Background: an optimization exercise with open tools, aiming at small area and a short achievable clock period. Do not read the settings as production practice. RTL that was checked went through simulation tests only; none was proved equivalent to the original. No driver is modelled on the clock port, so clocking that relies on it looks cheaper here than on a real chip. Power is estimated from default activity; no workload was simulated.

## trial 52
## bus_slave
module bus_slave (
    input  logic CLK,
    input  logic RSTN,
    input  logic B_UTIL,
    input  logic B_RW,
    input  logic B_BUS_IN,
    output logic S_ACK,
    output logic S_BUS_OUT,
    output logic S_BSY
);
    logic       s_addr, s_aack, s_wdata, s_wack, s_rdata;
    logic [3:0] cnt;
    logic [7:0] addr;        
    logic       ok;          
    logic       rw;
    logic [7:0] wd;          
    logic [7:0] rd;          
    wire idle = !S_BSY;
    wire last = (s_addr && (cnt == 4'd15)) ||
                ((s_aack || s_wack) && (cnt[1:0] == 2'd3)) ||
                ((s_wdata || s_rdata) && (cnt[2:0] == 3'd7));
    wire ok_d   = s_addr ? ((ok || (cnt == 4'd8)) && (B_BUS_IN == (cnt == 4'd12))) : ok;
    wire addr_d = s_addr && B_UTIL && !last;
    wire aack_d = (s_addr && B_UTIL && last) || (s_aack && !last);
    wire wdata_d = (s_aack && last && ok && rw) || (s_wdata && B_UTIL && !last);
    wire wack_d = (s_wdata && B_UTIL && last) || (s_wack && !last);
    wire rdata_d = (s_aack && last && ok && !rw) || (s_rdata && !(B_UTIL && last));
    wire inc    = (idle && B_UTIL) ||
                  (!last && (s_aack || s_wack || ((s_addr || s_wdata || s_rdata) && B_UTIL)));
    wire mem_we = s_wack && (cnt[1:0] == 2'd0);
    always_ff @(posedge CLK or negedge RSTN) begin
        if (!RSTN) begin
            s_addr    <= 1'b0;
            s_aack    <= 1'b0;
  ...
==> module bus_slave, before the edit <==
module bus_slave (
    input  logic CLK,
    input  logic RSTN,
    input  logic B_UTIL,
    input  logic B_RW,
    input  logic B_BUS_IN,
    output logic S_ACK,
    output logic S_BUS_OUT,
    output logic S_BSY
);
    logic       s_addr, s_aack, s_wdata, s_wack, s_rdata;
    logic [3:0] cnt;
    logic [7:0] addr;        
    logic       ok;          
    logic       rw;
    logic [7:0] wd;          
    logic [7:0] rd;          
    wire idle = !S_BSY;
    wire last = (s_addr && (cnt == 4'd15)) ||
                ((s_aack || s_wack) && (cnt[1:0] == 2'd3)) ||
                ((s_wdata || s_rdata) && (cnt[2:0] == 3'd7));
    wire ok_d   = s_addr ? ((ok || (cnt == 4'd8)) && (B_BUS_IN == (cnt == 4'd12))) : ok;
    wire addr_d = s_addr && B_UTIL && !last;
    wire aack_d = (s_addr && B_UTIL && last) || (s_aack && !last);
    wire wdata_d = (s_aack && last && ok && rw) || (s_wdata && B_UTIL && !last);
    wire wack_d = (s_wdata && B_UTIL && last) || (s_wack && !last);
    wire rdata_d = (s_aack && last && ok && !rw) || (s_rdata && !(B_UTIL && last));
    wire inc    = (idle && B_UTIL) ||
                  (!last && (s_aack || s_wack || ((s_addr || s_wdata || s_rdata) && B_UTIL)));
    wire mem_we = s_wack && (cnt[1:0] == 2'd0);
    always_ff @(posedge CLK or negedge RSTN) begin
        if (!RSTN) begin
            s_addr    <= 1'b0;
            s_aack    <= 1'b0;
            s_wdata   <= 1'b0;
            s_wack    <= 1'b0;
            s_rdata   <= 1'b0;
            cnt       <= '0;
            S_BSY     <= 1'b0;
            S_ACK     <= 1'b0;
            S_BUS_OUT <= 1'b0;
        end else begin
            s_addr    <= (idle && B_UTIL) || addr_d;
            s_aack    <= aack_d;
            s_wdata   <= wdata_d;
            s_wack    <= wack_d;
            s_rdata   <= rdata_d;
            cnt       <= inc ? cnt + 4'd1 : 4'd0;
            S_BSY     <= (idle && B_UTIL) || addr_d || aack_d || wdata_d || wack_d || rdata_d;
            S_ACK     <= wack_d || (aack_d && ok_d);
            S_BUS_OUT <= s_rdata && B_UTIL && rd[cnt[2:0]];
        end
    end
    logic [2047:0] ring;     
    logic [7:0]    ph;       
    logic [7:0]    wq;       
    logic          wpend;    
    logic [3:0]    rlo;      
    logic [7:0]    rhi;      
    logic          rcap;     
    logic          rhit;     
    logic          wins;     
    logic [3:0]    wport;
    wire rwin_n = (s_addr && (cnt >= 4'd9)) || (s_aack && (cnt[1:0] != 2'd3));
    wire [7:0] rnext   = addr + ph + 8'd1;        
    wire       wpend_n = mem_we || (wpend && !wins);
    wire [7:0] wsel    = mem_we ? rnext : wq;     
    logic [7:0] tap;
    always_comb begin
        tap = '0;
        for (int m = 0; m < 32; m++)
            tap = tap | ({8{rhi[m / 4] & rlo[m % 4]}} & ring[64*m +: 8]);
    end
    always_ff @(posedge CLK) begin
        if (idle || (s_addr && !cnt[3])) addr <= {B_BUS_IN, addr[7:1]};
        ok <= ok_d;
        if (s_addr) rw <= B_RW;
        if (s_wdata) wd <= {B_BUS_IN, wd[7:1]};
        if (rcap) rd <= rhit ? wd : tap;
        ph    <= ph + 8'd1;
        wq    <= wsel + 8'd1;
        wpend <= wpend_n;
        rcap  <= rwin_n && (rnext[2:0] == 3'd0);
        for (int i = 0; i < 4; i++) rlo[i] <= (rnext[4:3] == 2'(i));
        for (int i = 0; i < 8; i++) rhi[i] <= (rnext[7:5] == 3'(i));
        rhit  <= wpend_n && (rnext == wsel);
        wins  <= wpend_n && (wsel[3:0] == 4'd0);
        wport <= wsel[7:4];
    end
    always_ff @(posedge CLK) begin
        for (int s = 0; s < 256; s++) begin
            if ((s % 16 == 1) && wins && (wport == 4'(s / 16)))
                ring[8*s +: 8] <= wd;
            else
                ring[8*s +: 8] <= ring[8*((s + 255) % 256) +: 8];
        end
    end
endmodule
clock: 4.0 ns
lec_check: 0
cap_margin: 20
core_margin: 2
core_utilization: 75
cts_buf_list: sky130_fd_sc_hd__clkbuf_8
cts_cluster_diameter: 60
cts_cluster_size: 16
setup_slack_margin: 2.0
slew_margin: 20
run.sh (not shown) runs the stock make flow with config.mk's settings and CLKGATE_MAP_FILE= SYNTH_SCRIPT=/design/flow/synth_recipe.tcl, a recipe that flattens the netlist after the stock synthesis.
Here is what was changed in the inputs of trial 59 compared with trial 52.
-- flow/design.v --
<<< trial 52, line 54
    logic [2047:0] ring;     
    logic [7:0]    ph;       
    logic [7:0]    wq;       
    logic          wpend;    
>>> trial 59, line 54
    logic [2047:0] ring;     
    logic [7:0]    ph;       
    logic [7:0]    rp;       
    logic [7:0]    wq;       
    logic          wpend;    
<<< trial 52, line 62
    logic          wins;     
    logic [3:0]    wport;
    wire rwin_n = (s_addr && (cnt >= 4'd9)) || (s_aack && (cnt[1:0] != 2'd3));
    wire [7:0] rnext   = addr + ph + 8'd1;        
    wire       wpend_n = mem_we || (wpend && !wins);
    wire [7:0] wsel    = mem_we ? rnext : wq;     
    logic [7:0] tap;
    always_comb begin
>>> trial 59, line 63
    logic          wins;     
    logic [3:0]    wport;
    logic [7:0]    tq;
    logic          rcap_q, rhit_q;
    wire rwin_n = (s_addr && (cnt >= 4'd9)) || (s_aack && !cnt[1]);
    wire       wpend_n = mem_we || (wpend && !wins);
    wire [7:0] wsel    = mem_we ? rp : wq;       
    logic [7:0] tap;
    always_comb begin
<<< trial 52, line 77
        if (s_addr) rw <= B_RW;
        if (s_wdata) wd <= {B_BUS_IN, wd[7:1]};
        if (rcap) rd <= rhit ? wd : tap;
        ph    <= ph + 8'd1;
        wq    <= wsel + 8'd1;
        wpend <= wpend_n;
        rcap  <= rwin_n && (rnext[2:0] == 3'd0);
        for (int i = 0; i < 4; i++) rlo[i] <= (rnext[4:3] == 2'(i));
        for (int i = 0; i < 8; i++) rhi[i] <= (rnext[7:5] == 3'(i));
        rhit  <= wpend_n && (rnext == wsel);
        wins  <= wpend_n && (wsel[3:0] == 4'd0);
        wport <= wsel[7:4];
    end
    always_ff @(posedge CLK) begin
>>> trial 59, line 79
        if (s_addr) rw <= B_RW;
        if (s_wdata) wd <= {B_BUS_IN, wd[7:1]};
        ph    <= ph + 8'd1;
        rp    <= addr + ph + 8'd2;
        wq    <= wsel + 8'd1;
        wpend <= wpend_n;
        rcap  <= rwin_n && (rp[2:0] == 3'd0);
        for (int i = 0; i < 4; i++) rlo[i] <= (rp[4:3] == 2'(i));
        for (int i = 0; i < 8; i++) rhi[i] <= (rp[7:5] == 3'(i));
        rhit  <= wpend && !wins && (rp == wq);
        wins  <= wpend_n && (wsel[3:0] == 4'd0);
        wport <= wsel[7:4];
        tq     <= tap;
        rcap_q <= rcap;
        rhit_q <= rhit;
        if (rcap_q) rd <= rhit_q ? wd : tq;
    end
    always_ff @(posedge CLK) begin
- Summary — logic depth of the worst setup path including buffers, trial 59 relative to trial 52: lower, by 6.
- The non-clock buffer instance count of the final layout reported for trial 59 is smaller than that of trial 52 by about 60%.
- Cmp trial 59 and trial 52 / final cycle utilization of the critical path / lower: trial 59
- Detail-routed net length per standard cell: lower on trial 59
- Trial 59 vs trial 52: detailed-route vias per instance down in trial 59
- Switching part of the total for trial 59 is lower than for trial 52.
- The final reports for trial 59 and trial 52 show summed area of non-filler cells in the final layout lower in the former.
- Trial 59: share of power burned in the clock network is 0.3 points higher than what trial 52 reported.
- Trial 52 reports its start point of the critical path as addr[1] while trial 59 reports S_BSY.
- Delta (trial 59 minus trial 52): cell leakage power lower, final design utilization -1.5 points.
For trial 52, only the layout was checked, not whether the RTL still works.

* * *

bus_slave, a different RTL version from the one above (not shown whole).
For scale: ~2,200 flip-flops.
==> module bus_slave, before the edit <==
module bus_slave (
    input  logic CLK,
    input  logic RSTN,
    input  logic B_UTIL,
    input  logic B_RW,
    input  logic B_BUS_IN,
    output logic S_ACK,
    output logic S_BUS_OUT,
    output logic S_BSY
);
    logic       s_addr, s_aack, s_wdata, s_wack, s_rdata;
    logic [3:0] cnt;
    logic [7:0] addr;        
    logic       ok;          
    logic       rw;
    logic [7:0] wd;          
    logic [7:0] rd;          
    wire idle = !(s_addr || s_aack || s_wdata || s_wack || s_rdata);
    wire last = (s_addr && (cnt == 4'd15)) ||
                ((s_aack || s_wack) && (cnt[1:0] == 2'd3)) ||
                ((s_wdata || s_rdata) && (cnt[2:0] == 3'd7));
    wire ok_d   = s_addr ? ((ok || (cnt == 4'd8)) && (B_BUS_IN == (cnt == 4'd12))) : ok;
    wire addr_d = s_addr && B_UTIL && !last;
    wire aack_d = (s_addr && B_UTIL && last) || (s_aack && !last);
    wire wdata_d = (s_aack && last && ok && rw) || (s_wdata && B_UTIL && !last);
    wire wack_d = (s_wdata && B_UTIL && last) || (s_wack && !last);
    wire rdata_d = (s_aack && last && ok && !rw) || (s_rdata && !(B_UTIL && last));
    wire inc    = (idle && B_UTIL) ||
                  (!last && (s_aack || s_wack || ((s_addr || s_wdata || s_rdata) && B_UTIL)));
    wire mem_we = s_wack && (cnt[1:0] == 2'd0);
    always_ff @(posedge CLK or negedge RSTN) begin
        if (!RSTN) begin
            s_addr    <= 1'b0;
            s_aack    <= 1'b0;
            s_wdata   <= 1'b0;
            s_wack    <= 1'b0;
            s_rdata   <= 1'b0;
            cnt       <= '0;
            S_BSY     <= 1'b0;
            S_ACK     <= 1'b0;
            S_BUS_OUT <= 1'b0;
        end else begin
            s_addr    <= (idle && B_UTIL) || addr_d;
            s_aack    <= aack_d;
            s_wdata   <= wdata_d;
            s_wack    <= wack_d;
            s_rdata   <= rdata_d;
            cnt       <= inc ? cnt + 4'd1 : 4'd0;
            S_BSY     <= (idle && B_UTIL) || addr_d || aack_d || wdata_d || wack_d || rdata_d;
            S_ACK     <= wack_d || (aack_d && ok_d);
            S_BUS_OUT <= s_rdata && B_UTIL && rd[cnt[2:0]];
        end
    end
    logic [2047:0] ring;     
    logic [7:0]    ph;       
    logic [7:0]    rp;       
    logic [5:0]    rlo6;     
    logic [3:0]    rhi4;
    logic [7:0]    wq;       
    logic          wpend;    
    logic [3:0]    rlo;      
    logic [7:0]    rhi;      
    logic          rcap;     
    logic          rhit;     
    logic [3:0]    whi;      
    logic [3:0]    wlo;
    logic [7:0]    tq;
    logic          rcap_q, rhit_q;
    wire rwin_n = (s_addr && (cnt >= 4'd10)) || (s_aack && !cnt[1]);
    wire       wins    = |whi;
    wire       wpend_n = mem_we || (wpend && !wins);
    wire [7:0] rp_n    = {rhi4 + 4'(rlo6[5:4]), rlo6[3:0]};    
    wire [7:0] wsel    = mem_we ? rp : wq;       
    logic [7:0] tap;
    always_comb begin
        tap = '0;
        for (int m = 0; m < 32; m++)
            tap = tap | ({8{rhi[m / 4] & rlo[m % 4]}} & ring[64*m +: 8]);
    end
    always_ff @(posedge CLK) begin
        if (idle || (s_addr && !cnt[3])) addr <= {B_BUS_IN, addr[7:1]};
        ok <= ok_d;
        if (s_addr) rw <= B_RW;
        if (s_wdata) wd <= {B_BUS_IN, wd[7:1]};
        ph    <= ph + 8'd1;
        rlo6  <= 6'(addr[3:0]) + 6'(ph[3:0]) + 6'd3;
        rhi4  <= addr[7:4] + ph[7:4];
        rp    <= rp_n;
        wq    <= mem_we ? rp_n : wq + 8'd1;
        wpend <= wpend_n;
        rcap  <= rwin_n && (rp[2:0] == 3'd0);
        for (int i = 0; i < 4; i++) rlo[i] <= (rp[4:3] == 2'(i));
        for (int i = 0; i < 8; i++) rhi[i] <= (rp[7:5] == 3'(i));
        rhit  <= wpend && !wins && (rp == wq);
        for (int i = 0; i < 4; i++) whi[i] <= wpend_n && (wsel[3:0] == 4'd0) && (wsel[7:6] == 2'(i));
        for (int i = 0; i < 4; i++) wlo[i] <= (wsel[5:4] == 2'(i));
        tq     <= tap;
        rcap_q <= rcap;
        rhit_q <= rhit;
        if (rcap_q) rd <= rhit_q ? wd : tq;
    end
    always_ff @(posedge CLK) begin
        for (int s = 0; s < 256; s++) begin
            if ((s % 16 == 1) && whi[s / 64] && wlo[(s / 16) % 4])
                ring[8*s +: 8] <= wd;
            else
                ring[8*s +: 8] <= ring[8*((s + 255) % 256) +: 8];
        end
    end
endmodule
export LEC_CHECK = 0
export CAP_MARGIN = 20
export CORE_MARGIN = 2
export CORE_UTILIZATION = 75
export SETUP_SLACK_MARGIN = 2.3
export SLEW_MARGIN = 20
create_clock -name core_clock -period 4.0 [get_ports {CLK}]
standard.sh (not shown) runs the stock make flow with config.mk's settings and CLKGATE_MAP_FILE= SYNTH_SCRIPT=/design/flow/synth_recipe.tcl, a recipe that flattens the netlist after the stock synthesis.
==> flow/flow/run.sh <==
#!/bin/bash
# The standard layout with a faster clock tree: clock tree synthesis builds
# clkbuf_8 leaf buffers as usual, then flow/post_cts.tcl turns its root and its
# first tree level into inverters (four root inverters fed by the clock port).
set -euo pipefail
here=$(pwd)
export CTS_ARGS="-sink_clustering_enable -repair_clock_nets -sink_clustering_size 16 -sink_clustering_max_diameter 60 -buf_list {sky130_fd_sc_hd__clkbuf_8 sky130_fd_sc_hd__clkbuf_16} -root_buf sky130_fd_sc_hd__clkbuf_16 -tree_buf sky130_fd_sc_hd__clkbuf_16 -sink_clustering_buffer sky130_fd_sc_hd__clkbuf_8"
export POST_CTS_TCL="$here/flow/post_cts.tcl"
bash standard.sh > "$here/standard_flow.log" 2>&1
Other scripts of this flow, unchanged in this note and not shown: flow/flow/post_cts.tcl
Change:
==> flow/design.v (replaced) <==
module bus_slave (
    input  logic CLK,
    input  logic RSTN,
    input  logic B_UTIL,
    input  logic B_RW,
    input  logic B_BUS_IN,
    output logic S_ACK,
    output logic S_BUS_OUT,
    output logic S_BSY
);
    logic       s_addr, s_aack, s_wdata, s_wack, s_rdata;
    logic [3:0] cnt;
    logic [7:0] addr;        
    logic       ok;          
    logic       rw;
    logic [7:0] wd;          
    logic [7:0] rd;          
    wire idle = !(s_addr || s_aack || s_wdata || s_wack || s_rdata);
    wire last = (s_addr && (cnt == 4'd15)) ||
                ((s_aack || s_wack) && (cnt[1:0] == 2'd3)) ||
                ((s_wdata || s_rdata) && (cnt[2:0] == 3'd7));
    wire e8     = (cnt == 4'd8);
    wire e12    = (cnt == 4'd12);
    wire ok_d   = s_addr ? ((ok || e8) && (B_BUS_IN ^ !e12)) : ok;
    wire aack_d = (B_UTIL && s_addr && last) || (s_aack && !last);
    wire wdata_d = (s_aack && last && ok && rw) || (B_UTIL && s_wdata && !last);
    wire wack_d = (B_UTIL && s_wdata && last) || (s_wack && !last);
    wire rdata_d = (s_aack && last && ok && !rw) || (s_rdata && !(B_UTIL && last));
    wire addr_d = B_UTIL && (idle || (s_addr && !last));
    wire inc    = (!last && (s_aack || s_wack)) ||
                  (B_UTIL && (idle || (!last && (s_addr || s_wdata || s_rdata))));
    wire stay_hi = !((s_aack && last && !ok) || (s_wack && last) || (s_rdata && last));
    wire stay_lo = (s_aack && !(last && !ok)) || (s_wack && !last) || s_rdata;
    wire bsy_d  = B_UTIL ? stay_hi : stay_lo;
    wire ack_d  = (s_wack && !last) || (s_aack && !last && ok) ||
                  (B_UTIL && ((s_wdata && last) || (s_addr && last && ok && !B_BUS_IN)));
    wire mem_we = s_wack && (cnt[1:0] == 2'd0);
    always_ff @(posedge CLK or negedge RSTN) begin
        if (!RSTN) begin
            s_addr    <= 1'b0;
            s_aack    <= 1'b0;
            s_wdata   <= 1'b0;
            s_wack    <= 1'b0;
            s_rdata   <= 1'b0;
            cnt       <= '0;
            S_BSY     <= 1'b0;
            S_ACK     <= 1'b0;
            S_BUS_OUT <= 1'b0;
        end else begin
            s_addr    <= addr_d;
            s_aack    <= aack_d;
            s_wdata   <= wdata_d;
            s_wack    <= wack_d;
            s_rdata   <= rdata_d;
            cnt       <= inc ? cnt + 4'd1 : 4'd0;
            S_BSY     <= bsy_d;
            S_ACK     <= ack_d;
            S_BUS_OUT <= s_rdata && B_UTIL && rd[cnt[2:0]];
        end
    end
    logic [2047:0] ring;     
    logic [7:0]    ph;       
    logic [7:0]    rp;       
    logic [5:0]    rlo6;     
    logic [3:0]    rhi4;
    logic [7:0]    wq;       
    logic          wpend;    
    logic [3:0]    rlo;      
    logic [7:0]    rhi;      
    logic          rcap;     
    logic          rhit;     
    logic [15:0]   wen;      
    logic          wins;     
    logic [7:0]    tq;
    logic          rcap_q, rhit_q;
    wire rwin_n = (s_addr && (cnt >= 4'd10)) || (s_aack && !cnt[1]);
    wire       wpend_n = mem_we || (wpend && !wins);
    wire [7:0] rp_n    = {rhi4 + 4'(rlo6[5:4]), rlo6[3:0]};    
    logic [7:0] tap;
    always_comb begin
        tap = '0;
        for (int m = 0; m < 32; m++)
            tap = tap | ({8{rhi[m / 4] & rlo[m % 4]}} & ring[64*m +: 8]);
    end
    always_ff @(posedge CLK) begin
        if (idle || (s_addr && !cnt[3])) addr <= {B_BUS_IN, addr[7:1]};
        ok <= ok_d;
        if (s_addr) rw <= B_RW;
        if (s_wdata) wd <= {B_BUS_IN, wd[7:1]};
        ph    <= ph + 8'd1;
        rlo6  <= 6'(addr[3:0]) + 6'(ph[3:0]) + 6'd3;
        rhi4  <= addr[7:4] + ph[7:4];
        rp    <= rp_n;
        wq    <= mem_we ? rp_n : wq + 8'd1;
        wpend <= wpend_n;
        rcap  <= rwin_n && (rp[2:0] == 3'd0);
        for (int i = 0; i < 4; i++) rlo[i] <= (rp[4:3] == 2'(i));
        for (int i = 0; i < 8; i++) rhi[i] <= (rp[7:5] == 3'(i));
        rhit  <= wpend && !wins && (rp == wq);
        for (int j = 0; j < 16; j++)
            wen[j] <= mem_we ? (rp == 8'(16 * j)) : (wpend && !wins && (wq == 8'(16 * j)));
        wins  <= mem_we ? (rp[3:0] == 4'd0) : (wpend && !wins && (wq[3:0] == 4'd0));
        tq     <= tap;
        rcap_q <= rcap;
        rhit_q <= rhit;
        if (rcap_q) rd <= rhit_q ? wd : tq;
    end
    always_ff @(posedge CLK) begin
        for (int s = 0; s < 256; s++) begin
            if ((s % 16 == 1) && wen[s / 16])
                ring[8*s +: 8] <= wd;
            else
                ring[8*s +: 8] <= ring[8*((s + 255) % 256) +: 8];
        end
    end
endmodule
Final area rose by 0.72%.
Die area rises by 0.53%.
Global-route usage went up by 0.44 points.
Register-to-register slack gains 0.06 ns.
Routed wire length rose by 2.3%.
Setup slack is better by 0.055 ns.
Clock skew went down by 0.0049 ns.
Sequential power drops by about 3%.
Maximum frequency goes up by 3.2%.
Critical path depth goes up by 3.
Total power came out lower by 2.7%.
Clock power hardly moves.
Core utilization is lower by 0.60 points.

## static timing again, ports no longer ideal
No port has a modelled driver above. Below, the same layouts with a new extraction and two added sets of constraints. Step 1 assumes that a clkbuf_16 drives the clock port and a buf_2 every other input. Step 2 times the ports against the registers' clock, not the clock port: input delays grow and output delays shrink by t, the midpoint of the rising clock arrivals with the driver on. Three values: no drivers, after step 1, after step 2; two values: the first two.
run	t (ns)	setup slack, ns	worst data-port slew with drivers (ns)
trial 52	0.875	1.762 / 1.762 / 1.498	0.03
trial 59	0.853	1.834 / 1.779 / 1.715	0.04
the first run of note 2	0.563	2.202 / 2.102 / 2.052	0.04
the second run of note 2	0.566	2.257 / 2.096 / 2.013	0.03
After both steps setup and hold are still met in every run listed. The setup slack of trial 52, which loses most, moves by 0.000 ns with the drivers and by -0.264 ns with both steps.
